This design comes from an exercise in tuning for small area, a short achievable clock period and few clock cycles per item on the open sky130 flow, not from production work.
In this exercise RTL edits were held to simulation tests only and were not proved equivalent to the original.
The clock input has no modelled driver; a real chip could not lean on it and would need a root buffer or a full tree.
Power and IR drop assume default switching activity.

==> maple <==
==> flow/design.v (excerpt) <==
module argb_pixel_blend_unit (
  input  logic        clk_i,
  input  logic        rst_ni,
  input  logic        start_i,
  output logic        busy_o,
  input  logic [31:0] src_pixel_i,
  input  logic [31:0] dst_pixel_i,
  output logic        done_o,
  output logic [31:0] out_pixel_o,
  input  logic        cfg_valid_i,
  output logic        cfg_ready_o,
  input  logic [1:0]  cfg_index_i,
  input  logic [31:0] cfg_data_i
);
clock: 5.5 ns
lec_check: 0
cap_margin: 20
core_margin: 2
core_utilization: 40
setup_slack_margin: 3.3
slew_margin: 20
run.sh (not shown) runs the stock make flow with config.mk's settings and CLKGATE_MAP_FILE= SYNTH_SCRIPT=/design/flow/synth_recipe.tcl, a recipe that flattens the netlist after the stock synthesis.
==> cedar (differences from maple) <==
Settings changed: CORE_UTILIZATION 40 to 60, CTS_BUF_LIST set to sky130_fd_sc_hd__clkbuf_4 sky130_fd_sc_hd__clkbuf_8.
==> juniper (differences from maple) <==
--- a/flow/design.v
+++ b/flow/design.v
@@ -52,39 +52,41 @@
   always_comb begin
     case (mode_q)
       3'd3:    alpha = s_pix[31:24];
       3'd4:    alpha = dst_pixel_i[31:24];
       default: alpha = ca_q;
     endcase
   end
-  assign p_d   = m_inv_dst ? ~dst_pixel_i[23:0] : (m_inv_src ? ~s_pix[23:0] : s_pix[23:0]);
-  assign q_d   = m_sub ? ~dst_pixel_i[23:0] : dst_pixel_i[23:0];
+  assign p_d   = m_inv_dst ? ~dst_pixel_i[23:0] :
+                 (m_inv_src || m_sub) ? ~s_pix[23:0] : s_pix[23:0];
+  assign q_d   = dst_pixel_i[23:0];
   assign top_d = m_inv_dst ? ~dst_pixel_i[31:24] :
                  m_inv_src ? ~s_pix[31:24] :
                  (mode_q == 3'd0) ? s_pix[31:24] : 8'd0;
   logic        v1_q;
   logic [23:0] p_q, q_q;
   logic [7:0]  top1_q, ra_q;
   logic        dir1_q, dirb1_q, add1_q, sub1_q;
   always_ff @(posedge clk_i or negedge rst_ni) begin
     if (!rst_ni) v1_q <= 1'b0;
     else         v1_q <= start_i;
   end
-  logic [7:0] rb;
+  logic [7:0] rb_q, rb;
   always_ff @(posedge clk_i) begin
     p_q     <= p_d;
     q_q     <= q_d;
     top1_q  <= top_d;
     ra_q    <= m_blend ? alpha : 8'd0;
+    rb_q    <= m_blend ? ~alpha : 8'd0;
     dir1_q  <= !m_blend;
     dirb1_q <= m_add || m_sub;
     add1_q  <= m_add;
     sub1_q  <= m_sub;
   end
-  assign rb = ~ra_q & {8{!dir1_q}};
+  assign rb = rb_q;
   logic [7:0] pp0 [8];
   logic [7:0] da0, db0;
   always_comb begin
     for (int i = 0; i < 8; i++)
       pp0[i] = ({8{ra_q[i]}} & p_q[7:0]) | ({8{rb[i]}} & q_q[7:0]);
   end
   assign da0 = p_q[7:0] & {8{dir1_q}};
@@ -809,46 +811,46 @@
   logic [17:0] r3_0_q;
   logic [17:0] r3_1_q;
   logic [17:0] r3_2_q;
   always_ff @(posedge clk_i) begin
     add3_q <= add2_q;
     sub3_q <= sub2_q;
     top3_q <= top2_q;
-    r3_0_q <= {r2_0_q[43], r2_0_q[42], t2_0_36, t2_0_35, t2_0_34, t2_0_33, t2_0_32, t2_0_31, t2_0_30, t2_0_29, t2_0_28, t2_0_27, t2_0_26, t2_0_25, t2_0_24, lo3_0[8], t2_0_23, t2_0_22};
-    r3_1_q <= {r2_1_q[43], r2_1_q[42], t2_1_36, t2_1_35, t2_1_34, t2_1_33, t2_1_32, t2_1_31, t2_1_30, t2_1_29, t2_1_28, t2_1_27, t2_1_26, t2_1_25, t2_1_24, lo3_1[8], t2_1_23, t2_1_22};
-    r3_2_q <= {r2_2_q[43], r2_2_q[42], t2_2_36, t2_2_35, t2_2_34, t2_2_33, t2_2_32, t2_2_31, t2_2_30, t2_2_29, t2_2_28, t2_2_27, t2_2_26, t2_2_25, t2_2_24, lo3_2[8], t2_2_23, t2_2_22};
+    r3_0_q <= {r2_0_q[43], r2_0_q[42], t2_0_36, t2_0_35, t2_0_34, t2_0_33, t2_0_32, t2_0_31, t2_0_30, t2_0_29, t2_0_28, t2_0_27, t2_0_26, t2_0_25, t2_0_24, (lo3_0[8] | sub2_q), t2_0_23, t2_0_22};
+    r3_1_q <= {r2_1_q[43], r2_1_q[42], t2_1_36, t2_1_35, t2_1_34, t2_1_33, t2_1_32, t2_1_31, t2_1_30, t2_1_29, t2_1_28, t2_1_27, t2_1_26, t2_1_25, t2_1_24, (lo3_1[8] | sub2_q), t2_1_23, t2_1_22};
+    r3_2_q <= {r2_2_q[43], r2_2_q[42], t2_2_36, t2_2_35, t2_2_34, t2_2_33, t2_2_32, t2_2_31, t2_2_30, t2_2_29, t2_2_28, t2_2_27, t2_2_26, t2_2_25, t2_2_24, (lo3_2[8] | sub2_q), t2_2_23, t2_2_22};
   end
   logic [7:0] res_d [3];
   logic [16:0] fa0, fb0, fs0;
   assign fa0 = {r3_0_q[17], r3_0_q[15], r3_0_q[13], r3_0_q[11], r3_0_q[9], r3_0_q[7], r3_0_q[5], r3_0_q[3], r3_0_q[0], 1'b0, 1'b0, 1'b0, 1'b0, 1'b0, 1'b0, 1'b0, 1'b0};
   assign fb0 = {1'b0, r3_0_q[16], r3_0_q[14], r3_0_q[12], r3_0_q[10], r3_0_q[8], r3_0_q[6], r3_0_q[4], r3_0_q[1], 1'b0, 1'b0, 1'b0, 1'b0, 1'b0, 1'b0, 1'b0, 1'b0};
   assign fs0[7:0] = 8'd0;
   logic [9:0] fh0;
   assign fh0 = {fa0[16:8], r3_0_q[2]} + {fb0[16:8], r3_0_q[2]};
   assign fs0[16:8] = fh0[9:1];
   assign res_d[0] = (add3_q && fs0[16]) ? 8'hFF :
-                    sub3_q ? (fs0[16] ? 8'h00 : ~fs0[15:8]) : fs0[15:8];
+                    (sub3_q && !fs0[16]) ? 8'h00 : fs0[15:8];
   logic [16:0] fa1, fb1, fs1;
   assign fa1 = {r3_1_q[17], r3_1_q[15], r3_1_q[13], r3_1_q[11], r3_1_q[9], r3_1_q[7], r3_1_q[5], r3_1_q[3], r3_1_q[0], 1'b0, 1'b0, 1'b0, 1'b0, 1'b0, 1'b0, 1'b0, 1'b0};
   assign fb1 = {1'b0, r3_1_q[16], r3_1_q[14], r3_1_q[12], r3_1_q[10], r3_1_q[8], r3_1_q[6], r3_1_q[4], r3_1_q[1], 1'b0, 1'b0, 1'b0, 1'b0, 1'b0, 1'b0, 1'b0, 1'b0};
   assign fs1[7:0] = 8'd0;
   logic [9:0] fh1;
   assign fh1 = {fa1[16:8], r3_1_q[2]} + {fb1[16:8], r3_1_q[2]};
   assign fs1[16:8] = fh1[9:1];
   assign res_d[1] = (add3_q && fs1[16]) ? 8'hFF :
-                    sub3_q ? (fs1[16] ? 8'h00 : ~fs1[15:8]) : fs1[15:8];
+                    (sub3_q && !fs1[16]) ? 8'h00 : fs1[15:8];
   logic [16:0] fa2, fb2, fs2;
   assign fa2 = {r3_2_q[17], r3_2_q[15], r3_2_q[13], r3_2_q[11], r3_2_q[9], r3_2_q[7], r3_2_q[5], r3_2_q[3], r3_2_q[0], 1'b0, 1'b0, 1'b0, 1'b0, 1'b0, 1'b0, 1'b0, 1'b0};
   assign fb2 = {1'b0, r3_2_q[16], r3_2_q[14], r3_2_q[12], r3_2_q[10], r3_2_q[8], r3_2_q[6], r3_2_q[4], r3_2_q[1], 1'b0, 1'b0, 1'b0, 1'b0, 1'b0, 1'b0, 1'b0, 1'b0};
   assign fs2[7:0] = 8'd0;
   logic [9:0] fh2;
   assign fh2 = {fa2[16:8], r3_2_q[2]} + {fb2[16:8], r3_2_q[2]};
   assign fs2[16:8] = fh2[9:1];
   assign res_d[2] = (add3_q && fs2[16]) ? 8'hFF :
-                    sub3_q ? (fs2[16] ? 8'h00 : ~fs2[15:8]) : fs2[15:8];
+                    (sub3_q && !fs2[16]) ? 8'h00 : fs2[15:8];
   logic        vo_q;
   logic [31:0] out_q;
   always_ff @(posedge clk_i or negedge rst_ni) begin
     if (!rst_ni) vo_q <= 1'b0;
     else         vo_q <= v3_q;
   end
   always_ff @(posedge clk_i) begin
==> flow/flow/run.sh (new file) <==
#!/bin/bash
# The standard layout (the standard.sh, standard synthesis unchanged) with
# smaller port buffers and a two-level clock tree built by flow/pre_cts.tcl
# (four root buffers on the clock port, sixteen leaf buffers) in place of
# TritonCTS. Each tool's output goes to standard.log.
set -euo pipefail
export BUFFER_PORTS_ARGS="-buffer_cell sky130_fd_sc_hd__buf_2"
export PRE_CTS_TCL="$PWD/flow/pre_cts.tcl"
bash standard.sh > standard.log 2>&1
==> flow/flow/clock_tree.tcl (new file) <==
proc build_clock_tree {nx ny leafcell rootcell} {
  set db [ord::get_db]
  set block [ord::get_db_block]
  set clk [$block findNet clk_i]
  set pts {}
  foreach it [$clk getITerms] {
    set inst [$it getInst]
    set b [$inst getBBox]
    lappend pts [list $it [expr {([$b xMin]+[$b xMax])/2}] [expr {([$b yMin]+[$b yMax])/2}]]
  }
  set n [llength $pts]
  set byx [lsort -integer -index 1 $pts]
  set leaves {}
  for {set i 0} {$i < $nx} {incr i} {
    set col [lsort -integer -index 2 [lrange $byx [expr {$i * $n / $nx}] [expr {($i + 1) * $n / $nx - 1}]]]
    set m [llength $col]
    for {set j 0} {$j < $ny} {incr j} {
      set c [lrange $col [expr {$j * $m / $ny}] [expr {($j + 1) * $m / $ny - 1}]]
      if {[llength $c] == 0} continue
      set cx 0; set cy 0
      foreach p $c { set cx [expr {$cx + [lindex $p 1]}]; set cy [expr {$cy + [lindex $p 2]}] }
      set q [expr {($i < $nx / 2 ? 0 : 1) + ($j < $ny / 2 ? 0 : 2)}]
      lappend leaves [list $c [expr {$cx / [llength $c]}] [expr {$cy / [llength $c]}] $q]
    }
  }
  set leafm [$db findMaster $leafcell]
  set rootm [$db findMaster $rootcell]
  set k 0
  for {set q 0} {$q < 4} {incr q} {
    set mine {}
    foreach l $leaves { if {[lindex $l 3] == $q} { lappend mine $l } }
    if {[llength $mine] == 0} continue
    set rx 0; set ry 0
    foreach l $mine { set rx [expr {$rx + [lindex $l 1]}]; set ry [expr {$ry + [lindex $l 2]}] }
    set root [odb::dbInst_create $block $rootm clkbuf_root_$q]
    $root setLocation [expr {$rx / [llength $mine]}] [expr {$ry / [llength $mine]}]
    $root setPlacementStatus PLACED
    set rnet [odb::dbNet_create $block clknet_root_$q]
    $rnet setSigType CLOCK
    [$root findITerm A] connect $clk
    [$root findITerm X] connect $rnet
    foreach l $mine {
      set b [odb::dbInst_create $block $leafm clkbuf_leaf_$k]
      $b setLocation [lindex $l 1] [lindex $l 2]
      $b setPlacementStatus PLACED
      set net [odb::dbNet_create $block clknet_leaf_$k]
      $net setSigType CLOCK
      [$b findITerm A] connect $rnet
      [$b findITerm X] connect $net
      foreach p [lindex $l 0] {
        set it [lindex $p 0]
        $it disconnect
        $it connect $net
      }
      incr k
    }
  }
  $clk setSigType CLOCK
  puts "build_clock_tree: $n sinks, $k leaf buffers"
}
==> flow/flow/pre_cts.tcl (new file) <==
# PRE_CTS hook: build the clock tree here (two buffer levels, see
# clock_tree.tcl) instead of TritonCTS, whose H-tree adds a third level.
source [file join [file dirname [info script]] clock_tree.tcl]
build_clock_tree 4 4 sky130_fd_sc_hd__clkbuf_16 sky130_fd_sc_hd__clkbuf_16
set_propagated_clock [all_clocks]
# cts.tcl calls clock_tree_synthesis next; the tree is already built.
rename clock_tree_synthesis orfs_unused_clock_tree_synthesis
proc clock_tree_synthesis {args} {
  puts "clock_tree_synthesis skipped: clock tree built by flow/pre_cts.tcl"
}
==> flow/standard.sh (new file) <==
#!/bin/bash
# synth_recipe.tcl (not shown) runs the flow's synth.tcl, then flattens the netlist and writes it again
# the make line also repeats each setting of config.mk as NAME=value (left out here)
make -C /OpenROAD-flow-scripts/flow DESIGN_CONFIG=/design/flow/config.mk WORK_HOME=/design/flow/orfs CLKGATE_MAP_FILE= SYNTH_SCRIPT=/design/flow/synth_recipe.tcl "${@:-finish}"
Settings changed: SETUP_SLACK_MARGIN 3.3 to 3.55.
removed: flow/run.sh
==> tundra (differences from maple) <==
--- a/flow/design.v
+++ b/flow/design.v
@@ -52,39 +52,41 @@
   always_comb begin
     case (mode_q)
       3'd3:    alpha = s_pix[31:24];
       3'd4:    alpha = dst_pixel_i[31:24];
       default: alpha = ca_q;
     endcase
   end
-  assign p_d   = m_inv_dst ? ~dst_pixel_i[23:0] : (m_inv_src ? ~s_pix[23:0] : s_pix[23:0]);
-  assign q_d   = m_sub ? ~dst_pixel_i[23:0] : dst_pixel_i[23:0];
+  assign p_d   = m_inv_dst ? ~dst_pixel_i[23:0] :
+                 (m_inv_src || m_sub) ? ~s_pix[23:0] : s_pix[23:0];
+  assign q_d   = dst_pixel_i[23:0];
   assign top_d = m_inv_dst ? ~dst_pixel_i[31:24] :
                  m_inv_src ? ~s_pix[31:24] :
                  (mode_q == 3'd0) ? s_pix[31:24] : 8'd0;
   logic        v1_q;
   logic [23:0] p_q, q_q;
   logic [7:0]  top1_q, ra_q;
   logic        dir1_q, dirb1_q, add1_q, sub1_q;
   always_ff @(posedge clk_i or negedge rst_ni) begin
     if (!rst_ni) v1_q <= 1'b0;
     else         v1_q <= start_i;
   end
-  logic [7:0] rb;
+  logic [7:0] rb_q, rb;
   always_ff @(posedge clk_i) begin
     p_q     <= p_d;
     q_q     <= q_d;
     top1_q  <= top_d;
     ra_q    <= m_blend ? alpha : 8'd0;
+    rb_q    <= m_blend ? ~alpha : 8'd0;
     dir1_q  <= !m_blend;
     dirb1_q <= m_add || m_sub;
     add1_q  <= m_add;
     sub1_q  <= m_sub;
   end
-  assign rb = ~ra_q & {8{!dir1_q}};
+  assign rb = rb_q;
   logic [7:0] pp0 [8];
   logic [7:0] da0, db0;
   always_comb begin
     for (int i = 0; i < 8; i++)
       pp0[i] = ({8{ra_q[i]}} & p_q[7:0]) | ({8{rb[i]}} & q_q[7:0]);
   end
   assign da0 = p_q[7:0] & {8{dir1_q}};
@@ -809,46 +811,46 @@
   logic [17:0] r3_0_q;
   logic [17:0] r3_1_q;
   logic [17:0] r3_2_q;
   always_ff @(posedge clk_i) begin
     add3_q <= add2_q;
     sub3_q <= sub2_q;
     top3_q <= top2_q;
-    r3_0_q <= {r2_0_q[43], r2_0_q[42], t2_0_36, t2_0_35, t2_0_34, t2_0_33, t2_0_32, t2_0_31, t2_0_30, t2_0_29, t2_0_28, t2_0_27, t2_0_26, t2_0_25, t2_0_24, lo3_0[8], t2_0_23, t2_0_22};
-    r3_1_q <= {r2_1_q[43], r2_1_q[42], t2_1_36, t2_1_35, t2_1_34, t2_1_33, t2_1_32, t2_1_31, t2_1_30, t2_1_29, t2_1_28, t2_1_27, t2_1_26, t2_1_25, t2_1_24, lo3_1[8], t2_1_23, t2_1_22};
-    r3_2_q <= {r2_2_q[43], r2_2_q[42], t2_2_36, t2_2_35, t2_2_34, t2_2_33, t2_2_32, t2_2_31, t2_2_30, t2_2_29, t2_2_28, t2_2_27, t2_2_26, t2_2_25, t2_2_24, lo3_2[8], t2_2_23, t2_2_22};
+    r3_0_q <= {r2_0_q[43], r2_0_q[42], t2_0_36, t2_0_35, t2_0_34, t2_0_33, t2_0_32, t2_0_31, t2_0_30, t2_0_29, t2_0_28, t2_0_27, t2_0_26, t2_0_25, t2_0_24, (lo3_0[8] | sub2_q), t2_0_23, t2_0_22};
+    r3_1_q <= {r2_1_q[43], r2_1_q[42], t2_1_36, t2_1_35, t2_1_34, t2_1_33, t2_1_32, t2_1_31, t2_1_30, t2_1_29, t2_1_28, t2_1_27, t2_1_26, t2_1_25, t2_1_24, (lo3_1[8] | sub2_q), t2_1_23, t2_1_22};
+    r3_2_q <= {r2_2_q[43], r2_2_q[42], t2_2_36, t2_2_35, t2_2_34, t2_2_33, t2_2_32, t2_2_31, t2_2_30, t2_2_29, t2_2_28, t2_2_27, t2_2_26, t2_2_25, t2_2_24, (lo3_2[8] | sub2_q), t2_2_23, t2_2_22};
   end
   logic [7:0] res_d [3];
   logic [16:0] fa0, fb0, fs0;
   assign fa0 = {r3_0_q[17], r3_0_q[15], r3_0_q[13], r3_0_q[11], r3_0_q[9], r3_0_q[7], r3_0_q[5], r3_0_q[3], r3_0_q[0], 1'b0, 1'b0, 1'b0, 1'b0, 1'b0, 1'b0, 1'b0, 1'b0};
   assign fb0 = {1'b0, r3_0_q[16], r3_0_q[14], r3_0_q[12], r3_0_q[10], r3_0_q[8], r3_0_q[6], r3_0_q[4], r3_0_q[1], 1'b0, 1'b0, 1'b0, 1'b0, 1'b0, 1'b0, 1'b0, 1'b0};
   assign fs0[7:0] = 8'd0;
   logic [9:0] fh0;
   assign fh0 = {fa0[16:8], r3_0_q[2]} + {fb0[16:8], r3_0_q[2]};
   assign fs0[16:8] = fh0[9:1];
   assign res_d[0] = (add3_q && fs0[16]) ? 8'hFF :
-                    sub3_q ? (fs0[16] ? 8'h00 : ~fs0[15:8]) : fs0[15:8];
+                    (sub3_q && !fs0[16]) ? 8'h00 : fs0[15:8];
   logic [16:0] fa1, fb1, fs1;
   assign fa1 = {r3_1_q[17], r3_1_q[15], r3_1_q[13], r3_1_q[11], r3_1_q[9], r3_1_q[7], r3_1_q[5], r3_1_q[3], r3_1_q[0], 1'b0, 1'b0, 1'b0, 1'b0, 1'b0, 1'b0, 1'b0, 1'b0};
   assign fb1 = {1'b0, r3_1_q[16], r3_1_q[14], r3_1_q[12], r3_1_q[10], r3_1_q[8], r3_1_q[6], r3_1_q[4], r3_1_q[1], 1'b0, 1'b0, 1'b0, 1'b0, 1'b0, 1'b0, 1'b0, 1'b0};
   assign fs1[7:0] = 8'd0;
   logic [9:0] fh1;
   assign fh1 = {fa1[16:8], r3_1_q[2]} + {fb1[16:8], r3_1_q[2]};
   assign fs1[16:8] = fh1[9:1];
   assign res_d[1] = (add3_q && fs1[16]) ? 8'hFF :
-                    sub3_q ? (fs1[16] ? 8'h00 : ~fs1[15:8]) : fs1[15:8];
+                    (sub3_q && !fs1[16]) ? 8'h00 : fs1[15:8];
   logic [16:0] fa2, fb2, fs2;
   assign fa2 = {r3_2_q[17], r3_2_q[15], r3_2_q[13], r3_2_q[11], r3_2_q[9], r3_2_q[7], r3_2_q[5], r3_2_q[3], r3_2_q[0], 1'b0, 1'b0, 1'b0, 1'b0, 1'b0, 1'b0, 1'b0, 1'b0};
   assign fb2 = {1'b0, r3_2_q[16], r3_2_q[14], r3_2_q[12], r3_2_q[10], r3_2_q[8], r3_2_q[6], r3_2_q[4], r3_2_q[1], 1'b0, 1'b0, 1'b0, 1'b0, 1'b0, 1'b0, 1'b0, 1'b0};
   assign fs2[7:0] = 8'd0;
   logic [9:0] fh2;
   assign fh2 = {fa2[16:8], r3_2_q[2]} + {fb2[16:8], r3_2_q[2]};
   assign fs2[16:8] = fh2[9:1];
   assign res_d[2] = (add3_q && fs2[16]) ? 8'hFF :
-                    sub3_q ? (fs2[16] ? 8'h00 : ~fs2[15:8]) : fs2[15:8];
+                    (sub3_q && !fs2[16]) ? 8'h00 : fs2[15:8];
   logic        vo_q;
   logic [31:0] out_q;
   always_ff @(posedge clk_i or negedge rst_ni) begin
     if (!rst_ni) vo_q <= 1'b0;
     else         vo_q <= v3_q;
   end
   always_ff @(posedge clk_i) begin
==> flow/flow/run.sh (new file) <==
#!/bin/bash
# The standard layout (the standard.sh, standard synthesis unchanged) with
# smaller port buffers and a clock tree without dummy loads.
set -euo pipefail
export BUFFER_PORTS_ARGS="-buffer_cell sky130_fd_sc_hd__buf_2"
export CTS_ARGS="-sink_clustering_enable -repair_clock_nets -dont_use_dummy_load"
bash standard.sh > standard.log 2>&1
==> flow/standard.sh (new file) <==
#!/bin/bash
# synth_recipe.tcl (not shown) runs the flow's synth.tcl, then flattens the netlist and writes it again
# the make line also repeats each setting of config.mk as NAME=value (left out here)
make -C /OpenROAD-flow-scripts/flow DESIGN_CONFIG=/design/flow/config.mk WORK_HOME=/design/flow/orfs CLKGATE_MAP_FILE= SYNTH_SCRIPT=/design/flow/synth_recipe.tcl "${@:-finish}"
Settings changed: ABC_AREA set to 1, SETUP_SLACK_MARGIN 3.3 to 3.45.
removed: flow/run.sh
==> comparison table <==
item                                                   tundra         maple       juniper         cedar
Run status                           timing/DRC/antenna clean  timing/DRC/antenna clean  timing/DRC/antenna clean  timing/DRC/antenna clean
Path depth of the worst reg2reg path                        7             5             7             7
Fill cell total of the finished layout                   3724          3855          3728          2114
Vias post-DR                                            12500         10900         10800         11300
Max-slew headroom                                       55.1%         44.9%         59.3%         35.1%
Fraction of power consumed by the clock network         21.6%         22.8%         14.0%         22.5%
Total routed wire length on the met1 layer            18.1 mm       17.9 mm       17.6 mm       16.1 mm
DR WL/cell                                       18.6 microns  16.1 microns  19.1 microns  17.0 microns
Share of cells above drive strength 1                   22.6%         11.3%         22.6%         13.9%
Internal power of the cells                           6530 uW       7180 uW       6340 uW       7200 uW
Layout Utilization                                      50.1%         47.9%         46.1%         71.7%
Number of global-route vias before repair               12500         11300         11100         11100
Growth of design area from synthesis to finish          23.5%         18.2%         13.3%         17.5%
Testbench counts of maple, summed over its fixed seeds: cycles 16,967, items 16,026.
Testbench counts of cedar, summed over its fixed seeds: cycles 16,967, items 16,026.
Testbench counts of juniper, summed over its fixed seeds: cycles 16,967, items 16,026.
Testbench counts of tundra, summed over its fixed seeds: cycles 16,967, items 16,026.
The clock cells of juniper come from the design's own scripts or RTL, not from TritonCTS.

separate check: timing with driven ports:
In the flow no input, the clock included, has a driving cell. The finished layouts below were timed again as built, in two steps. Step 1 assumes that a clkbuf_16 drives the clock port and a buf_2 every other input. Step 2 also shifts input and output timing later by t, the mid clock arrival at the registers, as if the neighbouring blocks saw the same clock. Three values: no drivers, after step 1, after step 2; two values: the first two.
run	t, ns	setup slack, ns	worst hold slack (ns)	latest minus earliest clock arrival (ns)	worst slew at a driven data input, ns
maple	0.579	3.327 / 3.292 / 2.807	0.322 / 0.322 / 0.322	0.025 / 0.025	0.07
cedar	0.627	3.317 / 3.268 / 2.825	0.325 / 0.325 / 0.325	0.021 / 0.021	0.06
juniper	0.439	3.393 / 3.393 / 3.252	0.331 / 0.331 / 0.331	0.020 / 0.021	0.09
tundra	0.580	3.283 / 3.273 / 3.028	0.322 / 0.322 / 0.322	0.093 / 0.093	0.08
After both steps setup and hold are still met in every run listed. For maple, which loses most, drivers alone change the setup slack by -0.035 ns; drivers and shift together by -0.520 ns.
